Source: an optimization exercise on an open RTL-to-GDS flow (aim: small area, a short achievable clock period and few clock cycles). Production flows keep margins and buffers that such runs may drop. RTL that was checked went through simulation tests only; none was proved equivalent to the original. Only the layout flow was run in run 1; the RTL was not checked for function there. Power figures rest on the tool's default switching activity, not on a simulated workload.

==> flow/constraint.sdc <==
create_clock -name core_clock -period 5.0 [get_ports {clock}]
set_input_delay 1.0000 -clock core_clock [delete_from_list [all_inputs] [get_ports {clock}]]
set_output_delay 1.0000 -clock core_clock [all_outputs]
set_load 0.01 [all_outputs]
==> flow/config.mk <==
export PLATFORM = sky130hd
export DESIGN_NAME = fixed_partition_fit_allocator_unit
export DESIGN_NICKNAME = fixed_partition_fit_allocator_unit
export VERILOG_FILES = /design/flow/design.v
export SDC_FILE = /design/flow/constraint.sdc
export NUM_CORES = 4
export LEC_CHECK = 0
export CAP_MARGIN = 20
export CORE_MARGIN = 2
export CORE_UTILIZATION = 40
export PLACE_DENSITY = 0.6
export SETUP_SLACK_MARGIN = 1.9
export SLEW_MARGIN = 20
==> flow/design.v <==
module fixed_partition_fit_allocator_unit (
   input  logic        clock,
   input  logic        reset,
   input  logic        csr_wr_en,
   input  logic [0:0]  csr_index,
   input  logic [4:0]  csr_wdata,
   input  logic        req_valid,
   output logic        req_stall,
   input  logic [20:0] req_payload,
   output logic        rsp_valid,
   input  logic        rsp_stall,
   output logic [20:0] rsp_payload
);
   localparam int N = 16;
   function automatic logic [1:0] cmp16(input logic [15:0] a, input logic [15:0] b);
      logic [15:0] g, e;
      g = a & ~b;
      e = ~(a ^ b);
      for (int st = 1; st < 16; st = st * 2)
         for (int k = 0; k < 16; k += 2 * st) begin
            g[k] = g[k+st] | (e[k+st] & g[k]);
            e[k] = e[k+st] & e[k];
         end
      cmp16 = {g[0], e[0]};
   endfunction
   function automatic logic [8:0] sub8(input logic [7:0] a, input logic [7:0] b);
      logic [7:0] g, t, gg, tt, ng, nt;
      g  = ~a & b;                          
      t  = ~a | b;                          
      gg = g;
      tt = t;
      for (int d = 1; d < 8; d = d * 2) begin
         ng = gg;
         nt = tt;
         for (int i = d; i < 8; i++) begin
            ng[i] = gg[i] | (tt[i] & gg[i-d]);
            nt[i] = tt[i] & tt[i-d];
         end
         gg = ng;
         tt = nt;
      end
      sub8[0] = a[0] ^ b[0];
      for (int i = 1; i < 8; i++) sub8[i] = a[i] ^ b[i] ^ gg[i-1];
      sub8[8] = gg[7];
   endfunction
   function automatic logic two16(input logic [15:0] x);
      logic [15:0] a, t;
      a = x;
      t = '0;
      for (int st = 1; st < 16; st = st * 2)
         for (int k = 0; k < 16; k += 2 * st) begin
            t[k] = t[k] | t[k+st] | (a[k] & a[k+st]);
            a[k] = a[k] | a[k+st];
         end
      two16 = t[0];
   endfunction
   logic            pol_next_q;
   logic            pol_bw_q;           
   logic            md_q;               
   logic [4:0]      count_q;
   logic [3:0]      ptr_q;              
   logic [N-1:0]    nf_a_q, nf_b_q, nf_e_q;
   logic [N-1:0]    used_q;
   logic [N-1:0]    fresh_q;
   logic [15:0]     size_q [N];
   logic            rf_act_q;
   logic            rf_is_q;            
   logic [15:0]     want_x_q, want_y_q;
   logic [15:0]     size3;              
   logic [2:0]      rf_ph_q;
   logic            need_q;
   logic            v1_q, fe1_q, rf1_q, op1_q;
   logic [N-1:0]    dec1_q;             
   logic [15:0]     w1_q;
   logic [N-1:0]    r1_q;               
   logic            v2_q, gr2_q;
   logic [N-1:0]    pick2_q;            
   logic [15:0]     b2_q;               
   logic            v3_q, gr3_q, bo3_q;
   logic [3:0]      idx3_q;
   logic [7:0]      lo3_q, hi3_q;
   logic freeze, accept, fe_issue, rf_issue;
   logic        in_op;
   logic [3:0]  in_idx;
   logic [15:0] in_w;
   assign in_op  = req_payload[20];
   assign in_idx = req_payload[19:16];
   assign in_w   = req_payload[15:0];
   assign freeze    = v3_q & rsp_stall;
   assign req_stall = freeze | rf_act_q | (req_valid & in_op & need_q);
   assign accept    = req_valid & ~req_stall & ~reset;
   logic [N-1:0] act;
   always_comb
      for (int i = 0; i < N; i++) act[i] = (count_q > 5'(i));
   logic         ld1;                   
   logic         s1_op;
   logic [3:0]   s1_idx;
   logic [15:0]  want;
   logic [1:0]   cr [N];
   logic [1:0]   fcr;
   logic [N-1:0] r1;
   assign ld1    = v1_q & ~op1_q;
   assign s1_op  = ~rf_act_q & in_op;
   assign s1_idx = rf_is_q ? idx3_q : rf_act_q ? lo_idx : in_idx;
   assign want   = (in_w & want_y_q) | want_x_q;
   assign fcr    = cmp16(w1_q, want);
   always_comb
      for (int i = 0; i < N; i++) begin
         logic ge_i, le_i, hi_i;
         cr[i] = (ld1 && dec1_q[i]) ? fcr : cmp16(size_q[i], want);
         ge_i  = cr[i][1] | cr[i][0];
         le_i  = ~cr[i][1];
         hi_i  = (4'(i) > s1_idx);
         r1[i] = s1_op ? (ge_i & act[i]) : ((hi_i ^ md_q) ? ge_i : le_i);
      end
   assign fe_issue = rf_act_q & (rf_ph_q == 3'd0) & ~v1_q & ~v2_q & ~v3_q & ~(&fresh_q);
   assign rf_issue = rf_is_q;
   logic rf_is_d;
   assign rf_is_d = req_valid & in_op & need_q & rf_act_q & (rf_ph_q == 3'd2);
   always_ff @(posedge clock) begin
      if (reset) begin
         v1_q  <= 1'b0;
         fe1_q <= 1'b0;
         rf1_q <= 1'b0;
      end else if (!freeze) begin
         v1_q  <= accept;
         fe1_q <= fe_issue;
         rf1_q <= rf_issue;
      end
   end
   always_ff @(posedge clock)
      if (!freeze) begin
         op1_q  <= s1_op;
         for (int i = 0; i < N; i++) dec1_q[i] <= (s1_idx == 4'(i));
         w1_q   <= want;
         r1_q   <= r1;
      end
   logic [N-1:0] upd2, ld2;
   logic         do_req2;
   assign do_req2 = v1_q & op1_q & ~freeze;
   always_comb
      for (int i = 0; i < N; i++) begin
         upd2[i] = (ld1 | rf1_q) & dec1_q[i];
         ld2[i]  = ld1 & dec1_q[i];
      end
   always_ff @(posedge clock)
      for (int i = 0; i < N; i++)
         if (ld2[i] && !freeze) size_q[i] <= w1_q;
   logic [N-1:0] ord [N];
   for (genvar i = 0; i < N; i++) begin : g_row
      for (genvar j = i + 1; j < N; j++) begin : g_col
         always_ff @(posedge clock) begin
            if (upd2[i])      ord[i][j] <= r1_q[j];
            else if (upd2[j]) ord[i][j] <= r1_q[i];
         end
      end
   end
   logic [N-1:0] fit;
   logic [N-1:0] beats [N];
   logic [N-1:0] win;
   logic         any_fit;
   assign fit     = r1_q & ~used_q;
   assign any_fit = |fit;
   always_comb begin
      for (int i = 0; i < N; i++) beats[i] = '0;
      for (int i = 0; i < N; i++)
         for (int j = i + 1; j < N; j++) begin
            beats[i][j] = nf_a_q[i] | nf_b_q[j] | (ord[i][j] & nf_e_q[i]);
            beats[j][i] = ~beats[i][j];
         end
      for (int i = 0; i < N; i++) begin
         win[i] = fit[i];
         for (int j = 0; j < N; j++)
            if (j != i) win[i] = win[i] & (~fit[j] | beats[i][j]);
      end
   end
   logic [N-1:0] win_ge, fit_at, p_at, p_all;
   logic [3:0]   win_idx;
   always_comb begin
      fit_at = fit & nf_a_q;
      p_at   = fit_at;
      p_all  = fit;
      for (int d = 1; d < N; d = d * 2)
         for (int i = N - 1; i >= d; i--) begin
            p_at[i]  = p_at[i]  | p_at[i-d];
            p_all[i] = p_all[i] | p_all[i-d];
         end
      win_ge = p_at[N-1] ? p_at : p_all;
      win_idx = '0;
      for (int i = 0; i < N; i++)
         if (win[i]) win_idx = win_idx | 4'(i);
   end
   always_ff @(posedge clock) begin
      if (reset) used_q <= '0;
      else used_q <= (used_q | (win & {N{do_req2}})) & ~ld2;
   end
   logic [N-1:0] start_therm;
   logic [1:0]   new_pol;
   logic [4:0]   new_count;
   logic         csr_we;
   logic         nf_upd;
   assign csr_we = csr_wr_en & ~reset;
   assign nf_upd = do_req2 & pol_next_q & any_fit;
   always_comb begin
      for (int i = 0; i < N; i++) start_therm[i] = (4'(i) >= ptr_q);
      new_pol   = (csr_index == 1'b0) ? csr_wdata[1:0]
                : {pol_next_q | (pol_bw_q & md_q), pol_bw_q};
      new_count = (csr_index == 1'b1) ? csr_wdata : count_q;
   end
   always_ff @(posedge clock) begin
      if (reset) begin
         pol_next_q <= 1'b0;
         pol_bw_q   <= 1'b0;
         count_q    <= 5'd16;
      end else if (csr_we) begin
         pol_next_q <= (new_pol == 2'd2);
         pol_bw_q   <= new_pol[0];
         count_q    <= new_count;
      end
   end
   logic [N-1:0] s_new;
   logic         nf_new;
   assign s_new  = ((new_pol == 2'd2) && ({1'b0, ptr_q} < new_count)) ? start_therm : '1;
   assign nf_new = ~new_pol[0];
   always_ff @(posedge clock) begin
      if (reset) begin
         ptr_q  <= 4'd0;
         nf_a_q <= '1;
         nf_b_q <= '0;
         nf_e_q <= '1;
      end else if (csr_we) begin
         nf_a_q <= {N{nf_new}} & s_new;
         nf_b_q <= {N{nf_new}} & ~s_new;
         nf_e_q <= {N{~nf_new}} | s_new;
      end else if (nf_upd) begin
         ptr_q  <= win_idx;
         nf_a_q <= win_ge;
         nf_b_q <= ~win_ge;
         nf_e_q <= win_ge;
      end
   end
   always_ff @(posedge clock) begin
      if (reset) begin
         md_q    <= 1'b0;
         fresh_q <= '0;
      end else if (csr_we && new_pol[0] && (new_pol[1] != md_q)) begin
         md_q    <= new_pol[1];
         fresh_q <= '0;
      end else begin
         fresh_q <= fresh_q | upd2;
      end
   end
   logic [N-1:0] stale, stale_lo;
   logic         two_nx, below;
   logic [3:0]   lo_idx;
   always_comb begin
      stale = ~fresh_q;
      below = 1'b0;
      for (int i = 0; i < N; i++) begin
         stale_lo[i] = stale[i] & ~below;
         below       = below | stale[i];
      end
      two_nx = two16(~(fresh_q | upd2));
      lo_idx = '0;
      for (int i = 0; i < N; i++)
         if (stale_lo[i]) lo_idx = lo_idx | 4'(i);
   end
   always_ff @(posedge clock) begin
      if (reset) begin
         rf_act_q <= 1'b0;
         rf_is_q  <= 1'b0;
         want_x_q <= '0;
         want_y_q <= '1;
         rf_ph_q  <= 3'd0;
         need_q   <= 1'b0;
      end else begin
         need_q   <= (csr_we ? new_pol[0] : pol_bw_q)
                     & (two_nx | (csr_we & new_pol[0] & (new_pol[1] != md_q)));
         rf_act_q <= req_valid & in_op & need_q;
         rf_is_q  <= rf_is_d;
         want_x_q <= {16{rf_is_d}} & size3;
         want_y_q <= {16{~rf_is_d}} | size3;
         if (!rf_act_q || rf_ph_q == 3'd4) rf_ph_q <= 3'd0;
         else if (rf_ph_q != 3'd0 || fe_issue) rf_ph_q <= rf_ph_q + 3'd1;
      end
   end
   always_ff @(posedge clock) begin
      if (reset) v2_q <= 1'b0;
      else if (!freeze) v2_q <= v1_q;
   end
   always_ff @(posedge clock)
      if (!freeze) begin
         gr2_q   <= ~op1_q | any_fit;
         pick2_q <= op1_q ? win : dec1_q;
         b2_q    <= (op1_q & any_fit) ? w1_q : 16'd0;
      end
   logic [3:0]  idx3;
   always_comb begin
      idx3  = '0;
      size3 = '0;
      for (int i = 0; i < N; i++) begin
         if (pick2_q[i]) idx3 = idx3 | 4'(i);
         size3 = size3 | (size_q[i] & {16{pick2_q[i]}});
      end
   end
   always_ff @(posedge clock) begin
      if (reset) v3_q <= 1'b0;
      else if (!freeze) v3_q <= v2_q;
   end
   logic [8:0] lo3, hi3;
   assign lo3 = sub8(size3[7:0], b2_q[7:0]);
   assign hi3 = sub8(size3[15:8], b2_q[15:8]);
   always_ff @(posedge clock)
      if (!freeze) begin
         gr3_q  <= gr2_q;
         idx3_q <= idx3;
         lo3_q  <= lo3[7:0];
         bo3_q  <= lo3[8];
         hi3_q  <= hi3[7:0];
      end
   logic [8:0] hi4;
   assign hi4 = sub8(hi3_q, {7'd0, bo3_q});
   assign rsp_valid   = v3_q;
   assign rsp_payload = {gr3_q, idx3_q, hi4[7:0], lo3_q};
endmodule
==> flow/run.sh <==
#!/bin/bash
# synth_recipe.tcl (not shown) runs the flow's synth.tcl, then flattens the netlist and writes it again
# the make line also repeats each setting of config.mk as NAME=value (left out here)
make -C /OpenROAD-flow-scripts/flow DESIGN_CONFIG=/design/flow/config.mk WORK_HOME=/design/flow/orfs CLKGATE_MAP_FILE= SYNTH_SCRIPT=/design/flow/synth_recipe.tcl finish
==> results of run 1 <==
[per-layer routing]
layer / track usage (%) / vias up
li1: - / 12793
met1: 41.5 / 14365
met2: 52.4 / 1707
met3: 5.59 / 454
met4: 22.7 / 2
met5: 0 / -
[final timing paths]
path | startpoint | endpoint | slack, ps | cells past startpoint
worst max-delay path | req_payload[14] | r1_q[7] | 1810 | 15
worst max register to register | r1_q[3] | ptr_q[1] | 1860 | 8
worst min-delay path | gr2_q | gr3_q | 420 | 0
worst min register to register | gr2_q | gr3_q | 420 | 0
[layout by cell type (no fill, tap or decap), types with 15 or more instances in the layout]
cell             Yosys  layout
ha_1               308     276
a221oi_1            38      27
nand2b_1            30      26
edfxtp_1           480     480
ha_4                 0      29
a211oi_2             0      17
o22ai_1             51      50
a31oi_1             16      15
xnor2_1             18      18
nand3_1             75      68
a22oi_1            125     125
a211o_1             27      27
nor4_1              29      19
clkdlybuf4s50_1      0      27
buf_4                3     230
nor3_1              43      38
nor2_1             225     205
a21o_1             173     173
and3_1              46      44
dfxtp_1            132     129
nand2_1            304     299
a22o_1              31      31
o211ai_1            22      22
clkbuf_16            0      75
a21oi_1            144     121
mux2i_1             23      21
buf_6                1      24
a21oi_2              0      20
and2_1              33      29
nor2b_1             30      25
o21ai_0             90      75
a211oi_1           153     135
inv_1               89      70
clkinv_2             0      17
nand4_1             58      58
o21a_1              17      16
[flip-flops by register name, indices dropped and copies added, names as in the netlist, 3 cells and up]
register	flops
hi3_q	8
nf_e_q	15
pick2_q	16
w1_q	16
fresh_q	16
count_q	5
idx3_q	4
nf_b_q	15
used_q	16
ord	120
dec1_q	16
r1_q	16
want_x_q	16
rf_ph_q	3
b2_q	16
lo3_q	8
ptr_q	4
nf_a_q	16
size_q	256
want_y_q	16
[power groups by stage]
stage	sequential [W]	clock, W	combinational [W]
final	0.00602	0.00544	0.00264
after global routing	0.00603	0.00566	0.00279
after CTS	0.00601	0.00548	0.00243
after detailed placement	0.00613	0	0.00223
after global placement	0.00614	0	0.00225
after floorplan	0.00598	0	0.00134
[area by class of cell]
class,count,area (sq um)
clock inverter,45,442
tap,1144,1430
clock buffer,91,1960
sequential,612,17100
antenna,1,2.50
multi-input combinational,2305,17300
inverter,93,392
fill,7908,43700
timing repair buffer,326,2850
[what timing repair did]
item,in CTS,in global routing
gates cloned,1,1
endpoints found under the setup margin,115,92
setup buffers,72,49
pin swaps,70,84
resized for setup,205,148
[through the flow]
stage	cell area, sq um	hold slack [ps]	power, W	setup WS (ps)
finish	41500	417	0.0141	1810
global route	41500	437	0.0145	1760
CTS	40500	419	0.0139	1780
detailed placement	36700	406	0.00836	577
global placement	36700	418	0.00838	563
floorplan	34400	400	0.00731	1500
[cells by family (layout without fill, tap and decap cells)]
| group | count (synthesis) | count (layout) |
|---|---|---|
| flops | 612 | 612 |
| simple gates | 932 | 932 |
| buf+inv | 304 | 555 |
| fa+ha+maj | 310 | 310 |
| mux | 34 | 34 |
| other cells | 0 | 1 |
| compound gates | 997 | 997 |
| xor+xnor | 32 | 32 |
==> results_dict.tcl, run 1 <==
set metrics [dict create \
    finalSetupViolations 0 \
    p_int_w 0.00991 \
    tightest_slew_ps 1070 \
    start_util_pct 40.3 \
    grt.overflow.total 0 \
    cp.arrival_ps 3690 \
    m1WireLength_um 58600 \
    yosysMostFrequentCell "edfxtp_1" \
    drt-initial-drc-count 3652 \
    synthXorXnorAreaFrac_pct 0.816 \
    row_count 107 \
    vias_per_cell 6.35 \
    yosys.area_share.simple_pct 13.0 \
    ys_seq_area_share_pct 49.7 \
    p_leak_nw 16.8 \
    maxCapViolations 0 \
    irDropWorstVdd_uv 269 \
    core_sq_um 85100 \
    switchingPower_w 0.00418 \
    cp_max_fo 6 \
    drive_above_1_share_pct 18.3 \
    cellPowerDensity_nw_per_um2 340 \
    yosysWarnings 5 \
    synth.distinct_cells 85 \
    skew_ps 41.8 \
    final_util_pct 48.7 \
    insertion_delay_ps 660 \
    setup_tns_ps 0 \
    grt_first_pass_wirelength_um 210000 \
    maxUsedRoutingLayer "met5" \
    crit_buf_inv 5 \
    ioPinCount 55 \
    worstSetupEndpointType "flip-flop" \
    combinationalPowerShare_pct 18.7 \
    rsz0062_at_grt "yes" \
    grt_pass1_vias 28281 \
    hold_buffers 0 \
    clock-sinks 612 \
    met2_length_um 68500 \
    die_w_um 297 \
    grt_use_total_pct 33.1 \
    nNetsFinal 3753 \
    seqPwrFrac_pct 42.7 \
    finalHoldViolCount 0 \
    syn_to_final_growth_pct 20.7 \
    dr.pass1.iters 6 \
    fmax_ghz 0.314 \
    synth_fp_nets 3563 \
    critPathSlowestCell "or4_1" \
    root_buffer "clkbuf_16" \
    synth.mux.area_fraction_pct 1.03 \
    dpl.cell_count 4357 \
    relSlewSlack_pct 28.8 \
    status "finished clean" \
    wl_met3_um 11900 \
    drc 0 \
    die_h_um 297 \
    port_buffers 54 \
    clkTransAtPathRegs_ps 60 \
    final_cell_count_no_fill 4617 \
    wl_per_cell_um 32.7 \
    antenna_left 0 \
    dpl.hpwl_um 110000 \
    synth_top_family_by_area "compound AO/OA/AOI/OAI gates" \
    final_max_slew_viol_count 0 \
    synth_area_per_cell_sq_um 10.7 \
    period_share_pct 63.8 \
    grt_max_degree 72 \
    path_class "input port to flip-flop" \
    synth-edff-count 480 \
    synthTopCellsByArea "edfxtp_1 42%, ha_1 11%, dfxtp_1 7.7%" \
    synthCells 3221 \
    synthAdderAreaFrac_pct 11.3 \
    slowest_delay_ps 500 \
    antenna_found_initial 1 \
    cts_made_buffers 73 \
    cp.required_ps 5500 \
    synth-compound-area-share_pct 20.6 \
    place.gp.congestion 1.05 \
    die_area_sq_um 88200 \
    async_reset_ff_share_pct 0 \
    swShare_pct 29.6 \
    synth_ff_type "edfxtp_1" \
    ctsHtreeMaxLevel 3 \
    critPathTopFamily "simple AND/OR/NAND/NOR gates" \
    synth_top_cell_by_area "edfxtp_1" \
    start_kind "input port" \
    totalWireLength_um 151000 \
    hold_class "flip-flop to flip-flop" \
    yosysTopAreaCellShare_pct 42.0 \
    netlist_top_cells_count "480 x edfxtp_1, 308 x ha_1, 304 x nand2_1" \
    fin_crit_ps 3190 \
    clkPwrFrac_pct 38.6 \
    clockBufferDepth 3 \
    via_count 29321 \
    synth-seq-cells 612 \
    cts_tree "yes" \
    synth_area_sq_um 34300 \
    crit_chain "buf_6 > a21o_1 > clkinvlp_4 > ha_4 > or4_1 > a221o_1 > o32ai_4 > a21oi_4 > buf_6 > o21ai_2 > nand4_1 > buf_4 > buf_4 > nand3_1 > and3b_1" \
]
==> run 2, diff against run 1 <==
--- a/flow/design.v
+++ b/flow/design.v
@@ -219,8 +219,13 @@
       end
    end
+   logic         csr_d_q;
    logic [N-1:0] s_new;
    logic         nf_new;
-   assign s_new  = ((new_pol == 2'd2) && ({1'b0, ptr_q} < new_count)) ? start_therm : '1;
-   assign nf_new = ~new_pol[0];
+   assign s_new  = (pol_next_q && ({1'b0, ptr_q} < count_q)) ? start_therm : '1;
+   assign nf_new = ~pol_bw_q;
+   always_ff @(posedge clock) begin
+      if (reset) csr_d_q <= 1'b0;
+      else csr_d_q <= csr_we;
+   end
    always_ff @(posedge clock) begin
       if (reset) begin
@@ -229,5 +234,5 @@
          nf_b_q <= '0;
          nf_e_q <= '1;
-      end else if (csr_we) begin
+      end else if (csr_d_q) begin
          nf_a_q <= {N{nf_new}} & s_new;
          nf_b_q <= {N{nf_new}} & ~s_new;
==> run 2 against run 1 <==
Hold slack improved by 1.5 ps. Maximum frequency increased by 2.8%. Sequential share of layout area increased by 0.25 points. Critical endpoint is now hi3_q[7].
==> results_dict.tcl, run 2 <==
set metrics [dict create \
    status "finished clean" \
    dpl.cell_count 4350 \
    cp.required_ps 5390 \
    layout_common_cells "480 x edfxtp_1, 320 x nand2_1, 281 x ha_1, 208 x nor2_1, 193 x buf_4" \
    worstSetupEndpointType "flip-flop" \
    synth_ff_type "edfxtp_1" \
    ioPinCount 55 \
    largest_reg_flops 256 \
    die_area_sq_um 88300 \
    reg2reg_depth 16 \
    final_common_cell "edfxtp_1" \
    antenna_left 0 \
    top_regs "size_q (256), ord (120)" \
    timing.reg2reg.setup_slack_ps 1900 \
    synth_area_sq_um 34400 \
    totalWireLength_um 147000 \
    rsz0062_at_grt "yes" \
    drive_above_1_share_pct 17.0 \
    final_max_slew_viol_count 0 \
    setup_tns_ps 0 \
    fin_crit_ps 3100 \
    synthTopCellsByArea "edfxtp_1 42%, ha_1 11%, dfxtp_1 7.7%" \
    synthXorXnorAreaFrac_pct 0.790 \
    maxCapViolations 0 \
    core_sq_um 85100 \
    ctsHtreeMaxLevel 3 \
    cts_tree "yes" \
    clock-sinks 613 \
    start_util_pct 40.4 \
    drc 0 \
    start_kind "flip-flop" \
    clkTransAtPathRegs_ps 60 \
    timing.rr.end "hi3_q[7]" \
    netlist_top_cells_count "480 x edfxtp_1, 324 x nand2_1, 308 x ha_1" \
    synth_top_cell_by_area "edfxtp_1" \
    ys_seq_area_share_pct 49.7 \
    finalSetupViolations 0 \
    synth.mux.area_fraction_pct 0.826 \
    yosys.area_share.simple_pct 13.4 \
    dr.pass1.iters 5 \
    insertion_delay_ps 650 \
    yosysWarnings 5 \
    grt_pass1_vias 28410 \
    wl_per_cell_um 31.8 \
    p_leak_nw 16.7 \
    relSlewSlack_pct 22.8 \
    tightest_slew_ps 1160 \
    holdPathStages 0 \
    die_h_um 297 \
    die_w_um 297 \
    final_util_pct 48.5 \
    clockBufferDepth 3 \
    worstHoldStart "gr2_q" \
    antenna_found_initial 4 \
    synth.distinct_cells 86 \
    async_reset_ff_share_pct 0 \
    cp.arrival_ps 3490 \
    synthCells 3252 \
    irDropWorstVdd_uv 226 \
    diodes 0 \
    synth-compound-area-share_pct 20.5 \
    dpl.hpwl_um 105000 \
    finalHoldViolCount 0 \
    nNetsFinal 3753 \
    preCtsSetupSlack_ps 536 \
    synth-edff-count 480 \
    grt_max_degree 123 \
    row_count 107 \
    whs_ps 419 \
    reg2reg_from "pick2_q[7]" \
    synth_area_per_cell_sq_um 10.6 \
    hold_class "flip-flop to flip-flop" \
    skew_ps 29.3 \
    grt_use_total_pct 32.3 \
    synth-seq-cells 613 \
    grt_first_pass_wirelength_um 207000 \
    final_cell_count_no_fill 4612 \
    cts_made_buffers 71 \
    root_buffer "clkbuf_16" \
    synth_fp_nets 3594 \
    grt.overflow.total 0 \
    vias_per_cell 6.42 \
    path_class "flip-flop to flip-flop" \
    yosysTopAreaCellShare_pct 41.9 \
    largest_register "size_q" \
    hold_end "gr3_q" \
    synthAdderAreaFrac_pct 11.3 \
    syn_to_final_growth_pct 20.1 \
    synth_top_family_by_area "compound AO/OA/AOI/OAI gates" \
    fmax_ghz 0.323 \
    drt-initial-drc-count 3663 \
    period_share_pct 62.0 \
    via_count 29600 \
    fill_cells 7804 \
    cellPowerDensity_nw_per_um2 341 \
    place.gp.congestion 1.03 \
    port_buffers 54 \
    setup_ws_ps 1900 \
    yosysMostFrequentCell "edfxtp_1" \
    cp_max_fo 10 \
]
## run 2: cell types whose count changed after synthesis, moves of 6 or more
cell	delta
clkbuf_1	+19
and2_1	+10
nand2b_1	-7
o22ai_1	+8
a21oi_1	-6
o21ai_1	-6
and3_1	-15
mux2i_1	-7
nand2_1	+20
nand3_1	+18
a22o_1	-6
o21ai_0	+14
buf_2	-20
## run 2: timing repair
item	4_1_cts	5_1_grt
cloned	3	0
hold buffers	0	0
resized for setup	205	128
pin swaps	82	86
setup buffers	84	45
setup endpoints to repair	177	91
## run 2: cell families (layout without fill, tap and decap cells)
kind of cell	after synthesis	in the layout
AO/OA/AOI/OAI	999	999
XOR/XNOR	31	31
adder cells (fa/ha/maj)	310	310
buffers and inverters	305	520
flip-flops	613	613
multiplexers	27	27
AND/OR/NAND/NOR	967	968
## run 2: how the worst max path moves through the flow
| stage | startpoint | end | slack, ps | cells past startpoint |
|---|---|---|---|---|
| after floorplan | req_payload[10] | r1_q[9] | 1520 | 11 |
| after global placement | req_payload[14] | r1_q[6] | 550 | 13 |
| after detailed placement | req_payload[14] | r1_q[6] | 540 | 13 |
| after CTS | size_q[2][0] | bo3_q | 1690 | 14 |
| after global routing | pick2_q[7] | hi3_q[7] | 1760 | 16 |
| final | pick2_q[7] | hi3_q[7] | 1900 | 16 |
## run 2: area by class of cell
class	count	area [sq um]	area share, %
clock inverters	40	493	1.19
clock buffers	90	1910	4.63
repair buffers	296	2700	6.54
flip-flops and latches	613	17100	41.4
multi-input cells	2335	17300	41.9
well taps	1144	1430	3.47
inverters	94	385	0.934
## run 2: metrics by stage
step                instance area [sq um]  total power, W
floorplan                           34500         0.00729
global placement                    36500         0.00832
detailed placement                  36500         0.00831
CTS                                 40500          0.0139
global route                        41300          0.0145
finish                              41300          0.0141
## run 2: worst max-delay path, cell delays in order (launching register included)
cell and delay [ps]:
edfxtp_1 450, buf_6 180, buf_4 210, a22o_1 240, a221oi_2 220, nand3_1 190, nor2_4 160, inv_1 50
ha_1 170, inv_1 70, o21a_1 160, o21bai_1 80, a21oi_1 160, nor2_2 80, o21bai_1 180, a21oi_1 100
xnor2_1 130
## run 2: layer usage
layer	global-route usage [%]	part of all wire, %	routed length (um)
met4	18.5	6.6	9750
met5	0	0.014	20
met2	50.6	45	65300
met1	42.6	40	58200
met3	5.11	9.2	13400
## run 2: where the power goes
part / switching (W) / leakage, nW / internal (W)
registers: 0.000249 / 5.63 / 0.00575
logic: 0.00158 / 9.87 / 0.00101
clock network: 0.00232 / 1.16 / 0.00316
Testbench counts of run 2, summed over its fixed seeds: cycles 5,056.
==> run 3, diff against run 2 <==
==> flow/flow/run.sh (new file) <==
#!/bin/bash
# Layout flow: the standard flow (standard.sh) with one change: the
# port buffers are buf_4 cells instead of the default delay buffers.
# Synthesis and everything else are the standard flow's.
set -o pipefail
export BUFFER_PORTS_ARGS="-buffer_cell sky130_fd_sc_hd__buf_4"
bash standard.sh > standard.log 2>&1
status=$?
echo "standard.sh exit $status"
exit $status
==> flow/standard.sh (new file) <==
#!/bin/bash
# synth_recipe.tcl (not shown) runs the flow's synth.tcl, then flattens the netlist and writes it again
# the make line also repeats each setting of config.mk as NAME=value (left out here)
make -C /OpenROAD-flow-scripts/flow DESIGN_CONFIG=/design/flow/config.mk WORK_HOME=/design/flow/orfs CLKGATE_MAP_FILE= SYNTH_SCRIPT=/design/flow/synth_recipe.tcl "${@:-finish}"
--- a/flow/config.mk
+++ b/flow/config.mk
@@ -10,4 +10,4 @@
 export CORE_UTILIZATION = 40
 export PLACE_DENSITY = 0.6
-export SETUP_SLACK_MARGIN = 1.9
+export SETUP_SLACK_MARGIN = 1.6
 export SLEW_MARGIN = 20
removed: flow/run.sh
==> run 3 against run 2 <==
Register-to-register slack lost 280 ps. Global-route usage is 0.49 points lower. Sequential power up 0.8%. Clock-buffer cell count down 3. Synthesized cell count is the same. Die area did not move. Combinational power decreased by 14%. Maximum frequency fell by 8.3%. Critical endpoint is now ptr_q[1].
==> results_dict.tcl, run 3 <==
set metrics [dict create \
    place.gp.congestion 1.05 \
    totalWireLength_um 144000 \
    synth_top_family_by_area "compound AO/OA/AOI/OAI gates" \
    clkTransAtPathRegs_ps 60 \
    yosysWarnings 5 \
    period_share_pct 67.6 \
    root_buffer "clkbuf_16" \
    fill_cells 8073 \
    final_area_sq_um 39000 \
    yosys.area_share.simple_pct 13.4 \
    hold_end "gr3_q" \
    wl_per_cell_um 31.9 \
    ctsHtreeMaxLevel 3 \
    reg2reg_depth 8 \
    synthCells 3252 \
    timing.reg2reg.setup_slack_ps 1620 \
    vias_per_cell 6.47 \
    insertion_delay_ps 650 \
    row_count 107 \
    synth_top_cell_by_area "edfxtp_1" \
    p_leak_nw 15.8 \
    synth.mux.area_fraction_pct 0.826 \
    dr.pass1.iters 6 \
    synth_area_per_cell_sq_um 10.6 \
    rsz0062_at_grt "yes" \
    regArea_sq_um 17100 \
    skew_ps 22.4 \
    antenna_found_initial 2 \
    fin_crit_ps 3380 \
    largest_register "size_q" \
    die_h_um 297 \
    antenna_left 0 \
    start_kind "flip-flop" \
    hold_buffers 0 \
    drt-initial-drc-count 4008 \
    synth_ff_type "edfxtp_1" \
    holdPathStages 0 \
    yosysMostFrequentCell "edfxtp_1" \
    grt_use_total_pct 31.8 \
    synthAdderAreaFrac_pct 11.3 \
    worstSetupEndpointType "flip-flop" \
    port_buffers 54 \
    yosysTopAreaCellShare_pct 41.9 \
    syn_to_final_growth_pct 13.4 \
    cp.required_ps 5560 \
    placed_cell_area_sq_um 36300 \
    relSlewSlack_pct 23.2 \
    top_regs "size_q (256), ord (120)" \
    cp.arrival_ps 3940 \
    grt_pass1_vias 28046 \
    final_cell_count_no_fill 4501 \
    path_class "flip-flop to flip-flop" \
    ys_seq_area_share_pct 49.7 \
    cellPowerDensity_nw_per_um2 349 \
    synth_fp_nets 3594 \
    slowest_delay_ps 880 \
    die_w_um 297 \
    drc 0 \
    async_reset_ff_share_pct 0 \
    status "finished clean" \
    clock-sinks 613 \
    critPathSlowestCell "a211oi_1" \
    hold_class "flip-flop to flip-flop" \
    fmax_ghz 0.296 \
    finalHoldViolCount 0 \
    dpl.hpwl_um 104000 \
    worstHoldStart "gr2_q" \
    netlist_top_cells_count "480 x edfxtp_1, 324 x nand2_1, 308 x ha_1" \
    final_max_slew_viol_count 0 \
    cts_made_buffers 70 \
    setup_tns_ps 0 \
    cp_max_fo 16 \
    clockBufferDepth 3 \
    multiInputGateArea_sq_um 16300 \
    synth.distinct_cells 86 \
    synth-compound-area-share_pct 20.5 \
    final_common_cell "edfxtp_1" \
    diodes 0 \
    nNetsFinal 3643 \
    grt_max_degree 63 \
    crit_buf_inv 0 \
    reg2reg_from "nf_b_q[15]" \
    die_area_sq_um 88300 \
    largest_reg_flops 256 \
    synth_area_sq_um 34400 \
    core_sq_um 85100 \
    tightest_slew_ps 1150 \
    irDropWorstVdd_uv 240 \
    ioPinCount 55 \
    grt_first_pass_wirelength_um 204000 \
    maxCapViolations 0 \
    via_count 29133 \
    grt.overflow.total 0 \
    crit_chain "a211oi_1 > o22ai_1 > nor4_1 > nand2_1 > nand2_1 > or3b_1 > nor4bb_1 > a211oi_1" \
    finalSetupViolations 0 \
    critPathTopFamily "compound AO/OA/AOI/OAI gates" \
    synthXorXnorAreaFrac_pct 0.790 \
    start_util_pct 40.4 \
    timing.rr.end "ptr_q[1]" \
    drive_above_1_share_pct 10.8 \
    layout_common_cells "480 x edfxtp_1, 323 x nand2_1, 303 x ha_1, 221 x nor2_1, 184 x buf_4" \
    synth-edff-count 480 \
    synthTopCellsByArea "edfxtp_1 42%, ha_1 11%, dfxtp_1 7.7%" \
    cts_tree "yes" \
    final_util_pct 45.8 \
    synth-seq-cells 613 \
    dpl.cell_count 4343 \
]
[run 3: cell counts after synthesis]
Identical to the previous run, type by type.
[run 3: per-stage QoR]
step | setup slack (ps) | hold WS, ps | total power (W)
floorplan | 1520 | 400 | 0.00729
global placement | 816 | 408 | 0.00825
detailed placement | 826 | 424 | 0.00825
CTS | 1470 | 430 | 0.0136
global route | 1520 | 438 | 0.0140
finish | 1620 | 425 | 0.0136
[run 3: cell families after synthesis]
logic type / Yosys count
simple gates: 967
compound gates: 999
fa+ha+maj: 310
buf+inv: 305
flops: 613
mux: 27
xor+xnor: 31
[run 3: repair_timing]
action                     in CTS  in global routing
setup endpoints to repair      34                 47
gates resized for setup        10                 21
pin swaps                       0                  8
cloned                          0                  0
buffers inserted               12                 18
[run 3: power breakdown]
part           switching, W  internal [W]
combinational       0.00141      0.000815
clock               0.00230       0.00304
sequential         0.000297       0.00575
total               0.00401       0.00961
[run 3: worst reg2reg max path: cells and delay by family, from the launching register on]
| family | cells | cell delay (ps) |
|---|---|---|
| and+or+nand+nor | 5 | 1320 |
| DFF | 1 | 630 |
| AOI/OAI and AO/OA | 3 | 1350 |
[run 3: how the worst max path moves through the flow]
stage | start | endpoint | slack [ps] | cells after the start
finish | nf_b_q[15] | ptr_q[1] | 1620 | 8
global placement | req_payload[14] | r1_q[3] | 820 | 13
detailed placement | req_payload[15] | r1_q[3] | 830 | 12
floorplan | req_payload[10] | r1_q[9] | 1520 | 11
global route | req_payload[14] | r1_q[0] | 1520 | 11
CTS | bo3_q | rsp_payload[15] | 1470 | 6
[run 3: cell type report]
| class | instances | area share (%) |
|---|---|---|
| inverter | 94 | 0.966 |
| sequential | 613 | 43.8 |
| tap | 1144 | 3.67 |
| clock inverter | 41 | 1.09 |
| timing repair buffer | 188 | 3.66 |
| clock buffer | 87 | 4.95 |
| multi-input combinational | 2334 | 41.9 |
[run 3: metal layers]
layer | part of all wire [%] | up-vias | track usage (%)
met3 | 8.5 | 387 | 5.06
li1 | - | 12591 | -
met4 | 6.0 | 0 | 16.3
met2 | 45 | 1695 | 50.5
met5 | 0 | - | 0
met1 | 40 | 14460 | 42.1
==> run 4, diff against run 3 <==
--- a/flow/config.mk
+++ b/flow/config.mk
@@ -10,4 +10,4 @@
 export CORE_UTILIZATION = 40
 export PLACE_DENSITY = 0.6
-export SETUP_SLACK_MARGIN = 1.6
+export SETUP_SLACK_MARGIN = 2.2
 export SLEW_MARGIN = 20
==> run 4 against run 3 <==
Still clean on timing, DRC and antenna. Register-to-register slack gained 250 ps. Critical path depth grew 5. Combinational power grew 21%. Largest power group unchanged.
==> results_dict.tcl, run 4 <==
set metrics [dict create \
    async_reset_ff_share_pct 0 \
    die_w_um 297 \
    ys_seq_area_share_pct 49.7 \
    relSlewSlack_pct 26.0 \
    vias_per_cell 6.47 \
    drive_above_1_share_pct 19.2 \
    place.gp.congestion 1.06 \
    drc 0 \
    synth_ff_type "edfxtp_1" \
    synthTopCellsByArea "edfxtp_1 42%, ha_1 11%, dfxtp_1 7.7%" \
    whs_ps 437 \
    synth-edff-count 480 \
    yosysMostFrequentCell "edfxtp_1" \
    hold_class "flip-flop to flip-flop" \
    fill_cells 7830 \
    final_area_sq_um 41000 \
    largest_reg_flops 256 \
    fmax_ghz 0.305 \
    cellPowerDensity_nw_per_um2 341 \
    path_class "input port to flip-flop" \
    yosysWarnings 5 \
    port_buffers 54 \
    final_util_pct 48.1 \
    start_util_pct 40.4 \
    synth_area_sq_um 34400 \
    cp_max_fo 9 \
    synth_area_per_cell_sq_um 10.6 \
    antenna_found_initial 0 \
    synth_fp_nets 3594 \
    grt.overflow.total 0 \
    grt_first_pass_wirelength_um 209000 \
    layout_common_cells "480 x edfxtp_1, 317 x nand2_1, 293 x ha_1, 256 x buf_4, 201 x nor2_1" \
    cp.required_ps 5480 \
    die_area_sq_um 88300 \
    period_share_pct 65.5 \
    synth_top_cell_by_area "edfxtp_1" \
    tightest_slew_ps 1110 \
    final_max_slew_viol_count 0 \
    synth.distinct_cells 86 \
    worstSetupEndpointType "flip-flop" \
    antenna_left 0 \
    synth-seq-cells 613 \
    finalHoldViolCount 0 \
    syn_to_final_growth_pct 19.3 \
    nNetsFinal 3751 \
    dpl.cell_count 4338 \
    totalWireLength_um 148000 \
    netlist_top_cells_count "480 x edfxtp_1, 324 x nand2_1, 308 x ha_1" \
    drt-initial-drc-count 3949 \
    root_buffer "clkbuf_16" \
    synthCells 3252 \
    clock-sinks 613 \
    wl_per_cell_um 32.1 \
    die_h_um 297 \
    via_count 29811 \
    dr.pass1.iters 6 \
    finalSetupViolations 0 \
    top_regs "size_q (256), ord (120)" \
    ctsHtreeMaxLevel 3 \
    irDropWorstVdd_uv 247 \
    cp.arrival_ps 3750 \
    ioPinCount 55 \
    dpl.hpwl_um 105000 \
    maxCapViolations 0 \
    clkTransAtPathRegs_ps 60 \
    status "finished clean" \
    core_sq_um 85100 \
    start_kind "input port" \
    yosysTopAreaCellShare_pct 41.9 \
    fin_crit_ps 3280 \
    insertion_delay_ps 650 \
    p_leak_nw 16.6 \
    cts_tree "yes" \
    rsz0062_at_grt "yes" \
    grt_use_total_pct 32.5 \
    grt_max_degree 123 \
    grt_pass1_vias 28751 \
    final_common_cell "edfxtp_1" \
    final_cell_count_no_fill 4610 \
    cts_made_buffers 69 \
    clockBufferDepth 3 \
    largest_register "size_q" \
    setup_tns_ps 0 \
    row_count 107 \
    skew_ps 42.4 \
    hold_buffers 0 \
    placed_cell_area_sq_um 36300 \
]
==> run 4: cell counts after synthesis <==
No cell type changed its count.
==> run 4: cell type report <==
class	count	area (sq um)	share of cell area, %
Clock buffer	92	1970	4.81
Tap cell	1144	1430	3.49
Timing Repair Buffer	297	2480	6.06
Sequential cell	613	17100	41.7
Inverter	94	385	0.940
Clock inverter	35	322	0.784
Multi-Input combinational cell	2334	17300	42.2
Antenna cell	1	2.50	0.00610
==> run 4: stage by stage <==
step / power (W) / worst slack [ps]
2_1_floorplan: 0.00729 / 1520
3_3_place_gp: 0.00827 / 796
3_5_place_dp: 0.00827 / 612
4_1_cts: 0.0137 / 1890
5_1_grt: 0.0143 / 1730
6_report: 0.0140 / 1720
==> run 4: what timing repair did <==
| item | CTS | global route |
|---|---|---|
| gates resized for setup | 197 | 121 |
| buffers inserted | 108 | 36 |
| endpoints found under the setup margin | 374 | 95 |
| pin swaps | 63 | 75 |
| hold endpoints to repair | 0 | 0 |
==> run 4: worst paths after layout <==
kind                                       from  endpoint  slack [ps]  cells after the start
worst max-delay path            req_payload[14]   r1_q[5]        1720                     13
worst min-delay path                      gr2_q     gr3_q         440                      0
worst max register to register     want_y_q[14]   r1_q[5]        1870                     12
worst min register to register            gr2_q     gr3_q         440                      0
==> run 4: power breakdown <==
part	switching, W	total [W]	leakage [nW]	internal [W]
clock network	0.00226	0.00527	1.11	0.00301
logic	0.00163	0.00269	9.84	0.00105
registers	0.000260	0.00601	5.63	0.00575
total	0.00416	0.0140	16.6	0.00981
==> run 4: metal layers <==
layer  wire length [um]  share of wire [%]  up-vias  GRT usage, %
met5                 40              0.027        -         0.108
li1                   -                  -    12807             -
met2              65000                 44     1884          50.3
met4              11000                7.5        2          20.3
met1              58800                 40    14602          42.5
met3              13300                9.0      516          5.38
==> run 4: worst max-delay path: stages <==
cell and delay, ps:
buf_4 80, a21o_1 160, clkinvlp_4 140, buf_4 200, buf_4 190, ha_1 310, nand3_1 210, nor2_1 430
nand2_1 110, nor4_1 370, buf_4 210, o211ai_1 80, o211ai_1 250
==> run 4: cells by family after synthesis <==
| logic type | after synthesis | synth area share (%) |
|---|---|---|
| DFF | 613 | 49.7 |
| muxes | 27 | 0.826 |
| and+or+nand+nor | 967 | 13.4 |
| xor gates and xnor gates | 31 | 0.790 |
| AOI/OAI and AO/OA | 999 | 20.5 |
| adders and majority gates | 310 | 11.3 |
| buffers and inverters | 305 | 3.46 |
==> run 5, diff against run 4 <==
--- a/flow/config.mk
+++ b/flow/config.mk
@@ -10,4 +10,5 @@
 export CORE_UTILIZATION = 40
 export PLACE_DENSITY = 0.6
-export SETUP_SLACK_MARGIN = 2.2
+export SETUP_SLACK_MARGIN = 2.3
 export SLEW_MARGIN = 20
+export TNS_END_PERCENT = 10
==> run 5 against run 4 <==
Maximum frequency is 2.7% higher. Critical endpoint is now r1_q[11]. Cell count hardly changed. Still clean. Power is 1.3% higher.
==> results_dict.tcl, run 5 <==
set metrics [dict create \
    dpl.hpwl_um 105000 \
    yosysTopAreaCellShare_pct 41.9 \
    totalWireLength_um 147000 \
    synth_fp_nets 3594 \
    synth_area_sq_um 34400 \
    insertion_delay_ps 640 \
    clock-sinks 613 \
    synth-seq-cells 613 \
    die_area_sq_um 88300 \
    start_kind "input port" \
    cts_made_buffers 70 \
    seqPwrFrac_pct 42.4 \
    switchingPower_w 0.00414 \
    path_class "input port to flip-flop" \
    synth-edff-count 480 \
    grt_max_degree 54 \
    antenna_found_initial 2 \
    tightest_slew_ps 1160 \
    hold_buffers 0 \
    via_count 29890 \
    synth_ff_type "edfxtp_1" \
    cp.arrival_ps 3560 \
    layout_common_cells "480 x edfxtp_1, 318 x nand2_1, 295 x ha_1, 252 x buf_4, 208 x nor2_1" \
    setup_tns_ps 0 \
    grt_pass1_vias 28146 \
    drt-initial-drc-count 3995 \
    synthCells 3252 \
    grt_use_total_pct 32.1 \
    fin_crit_ps 3190 \
    yosysWarnings 5 \
    netlist_top_cells_count "480 x edfxtp_1, 324 x nand2_1, 308 x ha_1" \
    clkPwrFrac_pct 38.9 \
    clkTransAtPathRegs_ps 70 \
    root_buffer "clkbuf_16" \
    die_w_um 297 \
    synth_top_cell_by_area "edfxtp_1" \
    dr.pass1.iters 6 \
    combinationalPowerShare_pct 18.7 \
    synth_area_per_cell_sq_um 10.6 \
    p_leak_nw 16.6 \
    syn_to_final_growth_pct 19.8 \
    final_util_pct 48.4 \
    whs_ps 438 \
    clockBufferDepth 3 \
    ctsHtreeMaxLevel 3 \
    worstSetupEndpointType "flip-flop" \
    preCtsSetupSlack_ps 925 \
    largest_reg_flops 256 \
    synth.distinct_cells 86 \
    p_int_w 0.0100 \
    relSlewSlack_pct 21.5 \
    port_buffers 54 \
    maxCapViolations 0 \
    fmax_ghz 0.313 \
    vias_per_cell 6.48 \
    wl_per_cell_um 31.8 \
    cp.required_ps 5370 \
    rsz0062_at_grt "yes" \
    grt.overflow.total 0 \
    cp_max_fo 6 \
    cts_tree "yes" \
    antenna_left 0 \
    swShare_pct 29.2 \
    async_reset_ff_share_pct 0 \
    nNetsFinal 3753 \
    start_util_pct 40.4 \
    finalHoldViolCount 0 \
    irDropWorstVdd_uv 273 \
    grt_first_pass_wirelength_um 206000 \
    fill_cells 7839 \
    synthTopCellsByArea "edfxtp_1 42%, ha_1 11%, dfxtp_1 7.7%" \
    hold_class "flip-flop to flip-flop" \
    cellPowerDensity_nw_per_um2 344 \
    ioPinCount 55 \
    core_sq_um 85100 \
    final_max_slew_viol_count 0 \
    drive_above_1_share_pct 19.2 \
    die_h_um 297 \
    ys_seq_area_share_pct 49.7 \
    final_common_cell "edfxtp_1" \
    top_regs "size_q (256), ord (120)" \
    yosysMostFrequentCell "edfxtp_1" \
    drc 0 \
    status "finished clean" \
    period_share_pct 63.8 \
    finalSetupViolations 0 \
    skew_ps 22.0 \
    place.gp.congestion 1.01 \
    largest_register "size_q" \
    setup_ws_ps 1810 \
    row_count 107 \
]
==> run 5: cell counts after synthesis <==
No cell type changed its count.
==> run 5: logic make-up after synthesis <==
kind of cell,share of synthesized area [%]
AO/OA/AOI/OAI,20.5
XOR/XNOR,0.790
adder cells (fa/ha/maj),11.3
buffers and inverters,3.46
flip-flops,49.7
multiplexers,0.826
AND/OR/NAND/NOR,13.4
==> run 5: what timing repair did <==
| item | in CTS | in global routing |
|---|---|---|
| endpoints found under the setup margin | 441 | 205 |
| cloned | 2 | 0 |
| buffers inserted | 93 | 45 |
| pin swaps | 60 | 70 |
| gates resized for setup | 157 | 159 |
==> run 5: critical path, stage by stage <==
cell,delay (ps)
buf_6,70
a21o_1,170
clkinvlp_4,240
buf_6,190
buf_6,110
ha_4,210
and3_4,150
a221o_1,380
a21oi_4,250
o21a_1,210
a2bb2oi_2,170
o311a_1,230
o21a_1,140
a311oi_2,40
==> run 5: final timing paths <==
check                           endpoint  depth (start not counted)  slack [ps]            from
worst max-delay path            r1_q[11]                         14        1810  req_payload[3]
worst min-delay path               gr3_q                          0         440           gr2_q
worst max register to register  r1_q[11]                         13        1930     want_y_q[3]
worst min register to register     gr3_q                          0         440           gr2_q
==> run 5: routing by layer <==
| layer | GRT usage [%] | share of wire, % | vias up |
|---|---|---|---|
| met5 | 0 | 0.0048 | - |
| met4 | 17.3 | 6.1 | 2 |
| met3 | 5.51 | 9.0 | 461 |
| met1 | 42.2 | 40 | 14722 |
| met2 | 50.6 | 45 | 1874 |
| li1 | - | - | 12831 |
==> run 5: final cells by class <==
cell class	instances	area (sq um)	area share [%]
antenna	1	2.50	0.00608
tap	1144	1430	3.48
sequential	613	17100	41.5
clock inverter	36	454	1.10
clock buffer	94	1980	4.80
inverter	94	384	0.933
timing repair buffer	296	2510	6.10
multi-input combinational	2336	17300	42.1
==> run 5: stage by stage <==
stage,total power [W],cell area (sq um),cells
3_3_place_gp,0.00826,36300,4343
5_1_grt,0.0146,41200,4613
2_1_floorplan,0.00729,34500,3252
3_5_place_dp,0.00825,36300,4343
6_report,0.0142,41200,4614
4_1_cts,0.0140,40100,4568
==> run 5: power groups by stage <==
stage	Sequential, W	Combinational, W	Clock (W)
6_report	0.00600	0.00264	0.00551
4_1_cts	0.00598	0.00244	0.00556
5_1_grt	0.00601	0.00280	0.00575
2_1_floorplan	0.00598	0.00131	0
3_5_place_dp	0.00618	0.00208	0
3_3_place_gp	0.00618	0.00208	0
==> run 6, diff against run 5 <==
--- a/flow/config.mk
+++ b/flow/config.mk
@@ -10,5 +10,5 @@
 export CORE_UTILIZATION = 40
 export PLACE_DENSITY = 0.6
-export SETUP_SLACK_MARGIN = 2.3
+export SETUP_SLACK_MARGIN = 1.9
 export SLEW_MARGIN = 20
 export TNS_END_PERCENT = 10
==> run 6 against run 5 <==
Still clean on timing, DRC and antenna. Routed wire length decreased by 2.5%. Cell area decreased by 4.7%. Core utilization decreased by 2.3 points. Critical endpoint is now r1_q[3].
==> results_dict.tcl, run 6 <==
set metrics [dict create \
    cp.required_ps 5450 \
    ctsHtreeMaxLevel 3 \
    synth_fp_nets 3594 \
    drive_above_1_share_pct 12.1 \
    rsz0062_at_grt "yes" \
    insertion_delay_ps 640 \
    vias_per_cell 6.46 \
    critPathTopFamily "compound AO/OA/AOI/OAI gates" \
    clock-sinks 613 \
    grt_use_total_pct 31.6 \
    hold_class "flip-flop to flip-flop" \
    slowest_delay_ps 550 \
    final_cell_count_no_fill 4522 \
    fill_cells 8022 \
    drt-initial-drc-count 3617 \
    ioPinCount 55 \
    status "finished clean" \
    crit_chain "buf_4 > a21oi_2 > buf_4 > ha_1 > nand3_1 > nor3_1 > a21oi_1 > o21ai_0 > o22ai_2 > nand2_1 > a21oi_1 > a211oi_1" \
    start_util_pct 40.4 \
    synthTopCellsByArea "edfxtp_1 42%, ha_1 11%, dfxtp_1 7.7%" \
    cts_tree "yes" \
    yosysTopAreaCellShare_pct 41.9 \
    grt_pass1_vias 27877 \
    largest_reg_flops 256 \
    die_w_um 297 \
    cellPowerDensity_nw_per_um2 343 \
    die_area_sq_um 88300 \
    place.gp.congestion 1.03 \
    diodes 0 \
    multiInputGateArea_sq_um 16500 \
    nNetsFinal 3665 \
    cp_max_fo 17 \
    clkTransAtPathRegs_ps 60 \
    synth_area_per_cell_sq_um 10.6 \
    antenna_left 0 \
    maxCapViolations 0 \
    syn_to_final_growth_pct 14.2 \
    totalWireLength_um 143000 \
    cts_made_buffers 69 \
    row_count 107 \
    cp.arrival_ps 3740 \
    dr.pass1.iters 8 \
    yosysWarnings 5 \
    start_kind "input port" \
    worstSetupEndpointType "flip-flop" \
    finalHoldViolCount 0 \
    synth-edff-count 480 \
    final_max_slew_viol_count 0 \
    root_buffer "clkbuf_16" \
    clockBufferDepth 3 \
    relSlewSlack_pct 26.6 \
    ys_seq_area_share_pct 49.7 \
    dpl.hpwl_um 104000 \
    dpl.cell_count 4344 \
    antenna_found_initial 0 \
    synth-seq-cells 613 \
    placed_cell_area_sq_um 36300 \
    largest_register "size_q" \
    fin_crit_ps 3290 \
    core_sq_um 85100 \
    final_area_sq_um 39200 \
    top_regs "size_q (256), ord (120)" \
    wl_per_cell_um 31.6 \
    hold_buffers 0 \
    tightest_slew_ps 1090 \
    grt_first_pass_wirelength_um 203000 \
    synth_area_sq_um 34400 \
    via_count 29209 \
    async_reset_ff_share_pct 0 \
    regArea_sq_um 17100 \
    skew_ps 26.6 \
    grt.overflow.total 0 \
    p_leak_nw 15.9 \
    period_share_pct 65.8 \
    layout_common_cells "480 x edfxtp_1, 322 x nand2_1, 303 x ha_1, 216 x nor2_1, 203 x buf_4" \
    finalSetupViolations 0 \
    grt_max_degree 123 \
    drc 0 \
    fmax_ghz 0.304 \
    irDropWorstVdd_uv 282 \
    die_h_um 297 \
    synth.distinct_cells 86 \
    critPathSlowestCell "nor3_1" \
    netlist_top_cells_count "480 x edfxtp_1, 324 x nand2_1, 308 x ha_1" \
    path_class "input port to flip-flop" \
    synthCells 3252 \
    yosysMostFrequentCell "edfxtp_1" \
    synth_top_cell_by_area "edfxtp_1" \
    crit_buf_inv 2 \
    port_buffers 54 \
    synth_ff_type "edfxtp_1" \
    final_common_cell "edfxtp_1" \
    setup_tns_ps 0 \
]
run 6: cell counts after synthesis:
No cell type changed its count.
run 6: layout make-up:
cell class	count	share of cell area (%)
Sequential cell	613	43.5
Clock buffer	103	5.14
Tap cell	1144	3.65
Clock inverter	23	0.599
Multi-Input combinational cell	2334	41.9
Inverter	94	0.969
Timing Repair Buffer	211	4.18
run 6: power by group:
part	leakage [nW]	internal (W)	switching (W)
Sequential	5.63	0.00575	0.000261
Combinational	9.21	0.000851	0.00148
Clock	1.10	0.00292	0.00221
Total	15.9	0.00953	0.00395
run 6: path summary, 6_finish.rpt:
check / startpoint / to / slack [ps] / depth (start not counted)
worst max-delay path: req_payload[15] / r1_q[3] / 1710 / 12
worst min-delay path: gr2_q / gr3_q / 420 / 0
worst max register to register: r1_q[8] / ptr_q[1] / 1740 / 8
worst min register to register: gr2_q / gr3_q / 420 / 0
run 6: cell families after synthesis:
| family | after synthesis | synth area share [%] |
|---|---|---|
| adder cells (fa/ha/maj) | 310 | 11.3 |
| XOR/XNOR | 31 | 0.790 |
| multiplexers | 27 | 0.826 |
| buffers and inverters | 305 | 3.46 |
| AND/OR/NAND/NOR | 967 | 13.4 |
| flip-flops | 613 | 49.7 |
| AO/OA/AOI/OAI | 999 | 20.5 |
run 6: timing repair:
item | in CTS | in global routing
endpoints found under the setup margin | 98 | 100
buffers inserted | 33 | 19
pin swaps | 12 | 6
gates resized for setup | 44 | 26
run 6: metrics by stage:
| stage | util, % | total power [W] | setup WS (ps) | hold slack [ps] |
|---|---|---|---|---|
| floorplan | - | 0.00729 | 1520 | 400 |
| global placement | 42.6 | 0.00824 | 918 | 401 |
| finish | 46.1 | 0.0135 | 1710 | 418 |
| global route | 46.1 | 0.0139 | 1660 | 432 |
| detailed placement | 42.6 | 0.00824 | 890 | 405 |
| CTS | 45.8 | 0.0134 | 1690 | 419 |
run 6: routing by layer:
metal,GRT usage (%),vias to the layer above,share of wire [%]
met5,0,-,0
met4,17.3,0,6.5
met3,4.21,423,8.3
met2,49.6,1795,45
met1,42.3,14354,40
li1,-,12637,-
==> run 7, diff against run 6 <==
--- a/flow/config.mk
+++ b/flow/config.mk
@@ -12,3 +12,2 @@
 export SETUP_SLACK_MARGIN = 1.9
 export SLEW_MARGIN = 20
-export TNS_END_PERCENT = 10
==> run 7 against run 6 <==
Core utilization increased by 1.1 points. Clock power increased by 2%. Cell area increased by 2.4%. Clock-buffer cell count decreased by 17. Hold slack got worse by 3.4 ps. Critical path depth decreased by 6. Synthesized cell count unchanged. Sequential share of layout area decreased by 1.0 points. Maximum frequency increased by 4.7%. Register-to-register slack improved by 140 ps. Area after synthesis unchanged. Critical path type is now flip-flop to primary output. Largest cell class unchanged.
==> results_dict.tcl, run 7 <==
set metrics [dict create \
    timing.rr.end "ptr_q[1]" \
    setup_tns_ps 0 \
    rsz0062_at_grt "yes" \
    cts_tree "yes" \
    cts_made_buffers 69 \
    nNetsFinal 3714 \
    row_count 107 \
    p_leak_nw 16.3 \
    final_max_slew_viol_count 0 \
    synth_ff_type "edfxtp_1" \
    preCtsSetupSlack_ps 887 \
    drt-initial-drc-count 3838 \
    port_buffers 54 \
    maxCapViolations 0 \
    path_class "flip-flop to primary output" \
    clock-sinks 613 \
    syn_to_final_growth_pct 16.9 \
    reg2reg_from "nf_b_q[15]" \
    vias_per_cell 6.42 \
    place.gp.congestion 1.05 \
    top_regs "size_q (256), ord (120)" \
    final_common_cell "edfxtp_1" \
    fin_crit_ps 3150 \
    core_sq_um 85100 \
    synth_area_per_cell_sq_um 10.6 \
    antenna_found_initial 3 \
    hold_end "gr3_q" \
    skew_ps 35.1 \
    via_count 29342 \
    layout_common_cells "480 x edfxtp_1, 319 x nand2_1, 301 x ha_1, 236 x buf_4, 208 x nor2_1" \
    grt_first_pass_wirelength_um 205000 \
    synth_area_sq_um 34400 \
    netlist_top_cells_count "480 x edfxtp_1, 324 x nand2_1, 308 x ha_1" \
    grt_pass1_vias 28010 \
    synth-edff-count 480 \
    dr.pass1.iters 6 \
    die_w_um 297 \
    hold_buffers 0 \
    synth_fp_nets 3594 \
    start_kind "flip-flop" \
    setup_ws_ps 1850 \
    slowest_delay_ps 440 \
    insertion_delay_ps 650 \
    diodes 0 \
    die_area_sq_um 88300 \
    die_h_um 297 \
    cp.required_ps 4000 \
    worstSetupEndpointType "primary output" \
    ioPinCount 55 \
    synthCells 3252 \
    drive_above_1_share_pct 15.6 \
    grt_use_total_pct 31.9 \
    crit_chain "ha_4 > nand2_4 > nor4_4 > nor3b_4 > xor2_1 > buf_4" \
    root_buffer "clkbuf_16" \
    largest_reg_flops 256 \
    grt_max_degree 55 \
    hold_class "flip-flop to flip-flop" \
    wl_per_cell_um 31.8 \
    start_util_pct 40.4 \
    cp.arrival_ps 2150 \
    cellPowerDensity_nw_per_um2 343 \
    irDropWorstVdd_uv 264 \
    antenna_left 0 \
    relSlewSlack_pct 27.7 \
    worstHoldStart "gr2_q" \
    clockBufferDepth 3 \
    tightest_slew_ps 1080 \
    holdPathStages 0 \
    finalSetupViolations 0 \
    ctsHtreeMaxLevel 3 \
    yosysMostFrequentCell "edfxtp_1" \
    async_reset_ff_share_pct 0 \
    synth-seq-cells 613 \
    drc 0 \
    clkTransAtPathRegs_ps 60 \
    grt.overflow.total 0 \
    reg2reg_depth 8 \
    finalHoldViolCount 0 \
    synthTopCellsByArea "edfxtp_1 42%, ha_1 11%, dfxtp_1 7.7%" \
    ys_seq_area_share_pct 49.7 \
    synth.distinct_cells 86 \
    largest_register "size_q" \
    fmax_ghz 0.318 \
    timing.reg2reg.setup_slack_ps 1880 \
    cp_max_fo 2 \
    yosysWarnings 5 \
    synth_top_cell_by_area "edfxtp_1" \
    yosysTopAreaCellShare_pct 41.9 \
    period_share_pct 62.9 \
    critPathSlowestCell "edfxtp_1" \
    status "finished clean" \
    totalWireLength_um 145000 \
    dpl.hpwl_um 104000 \
]
-- run 7: cell type report --
type                       instances  area, sq um
fill                            7904        45000
timing repair buffer             260         2100
clock inverter                    40          430
tap                             1144         1430
sequential                       613        17100
inverter                          94          390
multi-input combinational       2334        16900
clock buffer                      86         1870
-- run 7: kinds of logic (layout without fill, tap and decap cells) --
family                   after synthesis  in the layout  share of synthesized area [%]
AND/OR/NAND/NOR                      967            967                           13.4
flip-flops                           613            613                           49.7
multiplexers                          27             27                          0.826
AO/OA/AOI/OAI                        999            999                           20.5
adder cells (fa/ha/maj)              310            310                           11.3
buffers and inverters                305            480                           3.46
XOR/XNOR                              31             31                          0.790
-- run 7: what timing repair did --
item | CTS | global route
resized for setup | 78 | 103
setup buffers | 68 | 30
endpoints found under the setup margin | 184 | 70
pin swaps | 28 | 48
-- run 7: worst max path at each step --
stage	from	to	slack, ps
floorplan	req_payload[10]	r1_q[9]	1520
global placement	req_payload[14]	r1_q[0]	940
detailed placement	req_payload[14]	r1_q[0]	890
CTS	bo3_q	rsp_payload[15]	1800
global route	hi3_q[0]	rsp_payload[15]	1690
finish	bo3_q	rsp_payload[15]	1850
-- run 7: layer usage --
metal  vias to the layer above  part of all wire [%]  track usage (%)
met4                         6                   6.3             17.9
li1                      12750                     -                -
met3                       422                   9.0             5.04
met2                      1780                    45             49.5
met5                         -                 0.028                0
met1                     14384                    40             42.5
-- run 7: critical path, delay by kind of cell (launching register included) --
| family | cells | cell delay (ps) |
|---|---|---|
| fa+ha+maj | 1 | 200 |
| buf+inv | 1 | 140 |
| simple gates | 3 | 570 |
| flops | 1 | 440 |
| xor+xnor | 1 | 170 |
-- run 7: report_power, final --
part | internal, W | total, W | switching (W)
clock | 0.00300 | 0.00524 | 0.00224
sequential | 0.00575 | 0.00601 | 0.000251
combinational | 0.000949 | 0.00251 | 0.00156
-- run 7: stage by stage --
step           std cells  instance area [sq um]  power [W]  hold WS [ps]  utilization, %
2_1_floorplan       3252                  34500    0.00729           400               -
3_3_place_gp        4347                  36300    0.00827           404            42.7
3_5_place_dp        4347                  36300    0.00827           406            42.7
4_1_cts             4541                  39500     0.0136           415            46.4
5_1_grt             4571                  40200     0.0141           421            47.2
6_report            4571                  40200     0.0138           415            47.2
==> run 8, diff against run 7 <==
--- a/flow/config.mk
+++ b/flow/config.mk
@@ -6,4 +6,5 @@
 export NUM_CORES = 4
 export LEC_CHECK = 0
+export ABC_AREA = 1
 export CAP_MARGIN = 20
 export CORE_MARGIN = 2
==> run 8 against run 7 <==
Cell area increased by 0.53%. Core utilization decreased by 0.63 points. Global-route usage decreased by 1.9 points. Non-clock buffer count decreased by 44. Area after synthesis increased by 1.9%. Via count increased by 3.3%. Maximum frequency decreased by 2.4%. Synthesized cell count increased by 20%. Clock power increased by 6.3%. Clock skew about the same. Power increased by 0.74%. Critical endpoint is now bo3_q. Largest power group unchanged.
==> results_dict.tcl, run 8 <==
set metrics [dict create \
    clkTransAtPathRegs_ps 60 \
    cts_tree "yes" \
    fmax_ghz 0.310 \
    crit_chain "buf_6 > a22o_1 > a21oi_1 > nand3_2 > a2111oi_4 > buf_4 > ha_4 > inv_2 > fa_2 > o31ai_4 > a21oi_2 > o21bai_1 > a21oi_1 > o21bai_1" \
    root_buffer "clkbuf_16" \
    synth_ff_type "edfxtp_1" \
    ioPinCount 55 \
    final_max_slew_viol_count 0 \
    largest_reg_flops 256 \
    finalSetupViolations 0 \
    cp_max_fo 17 \
    timing.reg2reg.setup_slack_ps 1780 \
    synth_fp_nets 4246 \
    critPathTopFamily "compound AO/OA/AOI/OAI gates" \
    holdPathStages 0 \
    combinationalPowerShare_pct 17.1 \
    drive_above_1_share_pct 11.8 \
    grt_first_pass_wirelength_um 197000 \
    nNetsFinal 4375 \
    drt-initial-drc-count 3367 \
    worstHoldStart "gr2_q" \
    p_leak_nw 17.3 \
    synthTopCellsByArea "edfxtp_1 41%, ha_1 11%, nand2_1 10%" \
    switchingPower_w 0.00405 \
    largest_register "size_q" \
    finalHoldViolCount 0 \
    row_count 108 \
    die_w_um 300 \
    relSlewSlack_pct 31.0 \
    synth-edff-count 480 \
    yosysTopAreaCellShare_pct 41.2 \
    start_kind "flip-flop" \
    clock-sinks 613 \
    hold_buffers 0 \
    status "finished clean" \
    final_cell_count_no_fill 5249 \
    hold_end "gr3_q" \
    path_class "flip-flop to flip-flop" \
    setup_ws_ps 1780 \
    grt_use_total_pct 30.0 \
    async_reset_ff_share_pct 0 \
    antenna_found_initial 1 \
    crit_buf_inv 3 \
    yosysMostFrequentCell "nand2_1" \
    top_regs "size_q (256), ord (120)" \
    final_util_pct 46.5 \
    drc 0 \
    worstSetupEndpointType "flip-flop" \
    seqPwrFrac_pct 42.7 \
    totalWireLength_um 137000 \
    reg2reg_from "pick2_q[14]" \
    critPathSlowestCell "a2111oi_4" \
    cellPowerDensity_nw_per_um2 343 \
    maxCapViolations 0 \
    grt_pass1_vias 29207 \
    antenna_left 0 \
    cp.required_ps 5490 \
    tightest_slew_ps 1030 \
    start_util_pct 40.4 \
    dpl.hpwl_um 101000 \
    dr.pass1.iters 6 \
    wl_per_cell_um 26.1 \
    synthCells 3904 \
    grt.overflow.total 0 \
    period_share_pct 64.5 \
    hold_class "flip-flop to flip-flop" \
    synth_area_per_cell_sq_um 8.97 \
    synth_top_cell_by_area "edfxtp_1" \
    setup_tns_ps 0 \
    grt_max_degree 59 \
    reg2reg_depth 14 \
]
-- run 8: cell count changes after synthesis, sizes merged, moves of 29 or more --
cell / previous run / this run
a21oi: 140 / 239
o21ai: 104 / 292
a21o: 175 / 2
clkbuf: 180 / 109
nor2: 227 / 287
a22oi: 128 / 2
nand2: 324 / 973
inv: 93 / 314
nor2b: 32 / 0
and2: 45 / 7
and3: 31 / 2
nand3: 93 / 271
o22ai: 59 / 24
a211oi: 152 / 23
-- run 8: cell families after synthesis --
kind of cell / synth area share, %
AOI/OAI and AO/OA: 12.6
buffers and inverters: 5.56
and+or+nand+nor: 21.4
xor gates and xnor gates: 0.500
DFF: 48.8
adders and majority gates: 11.1
-- run 8: stage by stage --
| step | power (W) | hold slack [ps] | area [sq um] |
|---|---|---|---|
| after floorplan | 0.00722 | 400 | 35100 |
| after global placement | 0.00819 | 403 | 37100 |
| after detailed placement | 0.00819 | 429 | 37100 |
| after CTS | 0.0138 | 442 | 40000 |
| after global routing | 0.0143 | 442 | 40400 |
| final | 0.0139 | 433 | 40400 |
-- run 8: worst max-delay path by stage --
stage / startpoint / slack (ps) / to / cells past startpoint
finish: pick2_q[14] / 1780 / bo3_q / 14
global route: pick2_q[14] / 1690 / bo3_q / 14
CTS: size_q[1][0] / 1720 / bo3_q / 13
detailed placement: req_payload[7] / 920 / r1_q[13] / 15
global placement: req_payload[7] / 920 / r1_q[13] / 15
floorplan: req_payload[6] / 1900 / r1_q[12] / 12
-- run 8: repair_timing --
action	4_1_cts	5_1_grt
hold endpoints to repair	0	0
setup buffers	26	29
gates resized for setup	48	38
pin swaps	16	26
setup endpoints to repair	179	77
-- run 8: area by class of cell --
type | count | area, sq um
clock buffer | 98 | 2060
clock inverter | 40 | 422
fill | 8367 | 46400
inverter | 327 | 1250
multi-input combinational | 2800 | 16400
sequential | 613 | 17100
tap | 1155 | 1450
timing repair buffer | 216 | 1690
-- run 8: power by group through the flow --
stage | Combinational (W) | Clock (W) | Sequential [W]
after CTS | 0.00226 | 0.00562 | 0.00593
after detailed placement | 0.00214 | 0 | 0.00605
after floorplan | 0.00127 | 0 | 0.00596
after global placement | 0.00213 | 0 | 0.00606
after global routing | 0.00256 | 0.00581 | 0.00593
final | 0.00237 | 0.00557 | 0.00592
-- run 8: layer usage --
metal / routed length, um / vias up / share of wire, % / global-route usage [%]
met5: 12 / - / 0.0088 / 0
met4: 7320 / 2 / 5.3 / 14.1
met2: 63900 / 1444 / 47 / 49.7
met3: 10300 / 307 / 7.5 / 3.84
met1: 55400 / 14598 / 40 / 39.1
li1: - / 13965 / - / -

[separate check: timing with driven ports]
In the flow no input, the clock included, has a driving cell. The finished layouts below were timed again as built, in two steps. Step 1, drivers: a clkbuf_16 drives clock and a buf_2 each remaining input, both assumed. Step 2 also shifts input and output timing later by t, the mid clock arrival at the registers, as if the neighbouring blocks saw the same clock. Three values: ideal, step 1, step 2; two values: the first two.
| run | t, ns | slack for setup (ns) |
|---|---|---|
| run 1 | 0.706 | 1.812 / 1.844 / 1.138 |
| run 2 | 0.699 | 1.900 / 1.891 / 1.260 |
| run 3 | 0.711 | 1.620 / 1.611 / 0.996 |
| run 4 | 0.709 | 1.723 / 1.772 / 1.064 |
| run 5 | 0.707 | 1.810 / 1.823 / 1.116 |
| run 6 | 0.693 | 1.708 / 1.737 / 1.057 |
| run 7 | 0.699 | 1.854 / 1.787 / 1.270 |
| run 8 | 0.695 | 1.776 / 1.776 / 1.380 |
After both steps setup and hold are still met in every run listed.
